Background: an optimization exercise with open tools, aiming at small area, a short achievable clock period and few clock cycles per item. Do not read the settings as production practice.
The RTL was checked by simulation tests, not by an equivalence proof against the original design.

## sierra
// mult_arbiter
module mult_arbiter #(
    parameter bit RR_EN = 1'b1
) (
    input  logic               clk,
    input  logic               rst,
    input  logic               req0_valid,
    input  logic signed [31:0] req0_a,
    input  logic signed [31:0] req0_b,
    output logic               req0_ready,
    input  logic               req1_valid,
    input  logic signed [31:0] req1_a,
    input  logic signed [31:0] req1_b,
    output logic               req1_ready,
    output logic               res_valid,
    input  logic               res_ready,
    output logic signed [63:0] res_data,
    output logic               res_id,
    output logic               busy
);
    logic               r_last_grant;
    logic               r_v1;
    logic               r_id1;
    logic        [31:0] r_a_n;
    logic        [15:0] r_one_n;
    logic        [15:0] r_two_n;
    logic        [15:0] r_neg;
    logic               r_res_valid;
    logic               r_room;
    logic               r_turn;
    logic               r_res_id;
    logic      [16-1:0] r_res_lo;
    logic               r_res_lc;
    logic      [63-16:0] r_res_h0;
    logic      [47-1:0] r_res_h1;
    logic               w_turn;
    logic               w_pick1;
    logic               w_v1_next;
    logic               w_res_valid_next;
    logic               w_s1_free;
    logic               w_accept;
    logic               w_load_out;
    logic        [63:0] w_s0;
    logic      [62-1:0] w_s1;
    logic        [63:0] w_s1_x;
    logic      [16-1:0] w_lo;
    logic               w_lo_c;
    logic      [63-16:0] w_h1_x;
    logic        [31:0] w_b;
    logic        [32:0] w_bx;
    logic        [15:0] w_one;
    logic        [15:0] w_two;
    logic        [15:0] w_neg;
    assign w_turn     = RR_EN ? !r_last_grant : 1'b0;
    assign w_pick1    = req1_valid && (!req0_valid || w_turn);
    assign w_load_out = r_v1 && (!r_res_valid || res_ready);
    assign w_s1_free  = !r_v1 || !r_res_valid || res_ready;
    assign req0_ready = !rst && req0_valid && (r_room || res_ready) && (!req1_valid || !r_turn);
    assign req1_ready = !rst && req1_valid && (r_room || res_ready) && (!req0_valid ||  r_turn);
  ...
For scale: ~200 flip-flops, about 29000 µm² of cells after synthesis.
export LEC_CHECK = 0
export CAP_MARGIN = 20
export CORE_MARGIN = 2
export CORE_UTILIZATION = 60
export CTS_CLUSTER_DIAMETER = 80
export CTS_CLUSTER_SIZE = 30
export SETUP_SLACK_MARGIN = 5
export SLEW_MARGIN = 20
create_clock -name core_clock -period 10.0 [get_ports {clk}]
standard.sh (not shown) runs the stock make flow with config.mk's settings and CLKGATE_MAP_FILE= SYNTH_SCRIPT=/design/flow/synth_recipe.tcl, a recipe that flattens the netlist after the stock synthesis.
==> flow/flow/run.sh <==
#!/bin/bash
# Standard ORFS layout (the standard.sh) with these changes:
#  - synthesis skips Yosys's internal "abc -fast" pre-mapping (synth -noabc),
#    so extract_fa maps the RTL's full adders without inverter pairs;
#  - the final abc mapping uses flow/abc.script (abc "map" instead of "&nf");
#  - port buffers use the smallest buffer cell (buf_1);
set -euo pipefail
HERE=$(pwd)
{
  sed -n '1s/-noshare {\*}/-noshare -noabc {*}/p' synth_recipe.tcl
  cat <<EOT
proc abc {args} {
  set i [lsearch -exact \$args -script]
  if {\$i >= 0} { set args [lreplace \$args [expr {\$i+1}] [expr {\$i+1}] $HERE/flow/abc.script] }
  yosys abc {*}\$args
}
EOT
  sed '1d' synth_recipe.tcl
} > flow_synth.tcl
grep -q -- '-noabc' flow_synth.tcl
sed "s#SYNTH_SCRIPT=[^ ]*#SYNTH_SCRIPT=$HERE/flow_synth.tcl#" standard.sh > flow_standard.sh
grep -q "SYNTH_SCRIPT=$HERE/flow_synth.tcl" flow_standard.sh
export BUFFER_PORTS_ARGS="-buffer_cell sky130_fd_sc_hd__buf_1"
EXTRA=()
if [[ -f flow/make_args.txt ]]; then
  while read -r l; do [[ -n "$l" ]] && EXTRA+=("$l"); done < flow/make_args.txt
fi
bash flow_standard.sh "${EXTRA[@]}" finish > flow_make.log 2>&1
==> flow/flow/abc.script <==
strash
dch
map -B 0.9
topo
stime -c
buffer -c
upsize -c
dnsize -c
==> flow/flow/make_args.txt <==
SETUP_SLACK_MARGIN=5.3
Testbench counts of sierra, summed over its fixed seeds: cycles 2,064, items 2,048.
#### Input delta (yarrow over sierra)
- a deleted CTS_CLUSTER_DIAMETER that had been 80
- a deleted CTS_CLUSTER_SIZE that had been 30
## What came out
Comparing yarrow against sierra, there is no change at all in routed via count. From yarrow to sierra, minimum setup slack after placement did not move at all. yarrow -> sierra: proportion of final cell area spent on non-clock buffers flat. Reported for yarrow and sierra, fraction of standard cell area in multi-input logic turned out identical to the last digit. Any difference in total overflow reported by the global router between yarrow and sierra is small enough to ignore. Diff yarrow..sierra | count of hold-fix buffers inserted at cts | unchanged. Re DRC violation count after routing: no difference whatsoever between sierra and yarrow.
> inputs changed (yarrow -> violet)
- GPL_ROUTABILITY_DRIVEN: unset -> 0
- GPL_TIMING_DRIVEN: unset -> 1
Notes after the runs:
- Across yarrow and violet, none had a timing, DRC or antenna violation.
- Compare yarrow and violet | longest individual stage delay on the worst path lower: violet
- met4 as the uppermost metal layer occupied by signal nets was reported by violet, and met5 by yarrow.
- There was hardly any difference in final-stage net count between yarrow and violet.
- violet — least setup slack across all paths after layout 24 ps lower, yarrow as reference
- The flip-flop and latch share of the layout cell area on yarrow is in line with that on violet.
- Distinct cell type count after synthesis came out exactly the same in yarrow and violet.
- Route | violet vs yarrow | wire longer in violet

==> re-timing with driven ports <==
Ports are ideal in the flow. The routed layouts listed here were re-timed in OpenROAD.
Step 1 assumes that a clkbuf_16 drives the clock port and a buf_2 every other input.
Step 2, shift: input delay + t, output delay - t, t = (earliest + latest rising clock arrival at the registers) / 2. This alone moves slack from input paths to output paths.
Three values: ideal ports, drivers, drivers and shift; two values: the first two.
run | t (ns) | slack for setup (ns) | worst setup path at the end
sierra | 0.567 | 5.353 / 5.294 / 5.369 | input to output
yarrow | 0.567 | 5.353 / 5.294 / 5.369 | input to output
violet | 0.562 | 5.329 / 5.267 / 5.355 | input to output
After both steps setup and hold are still met in every run listed.
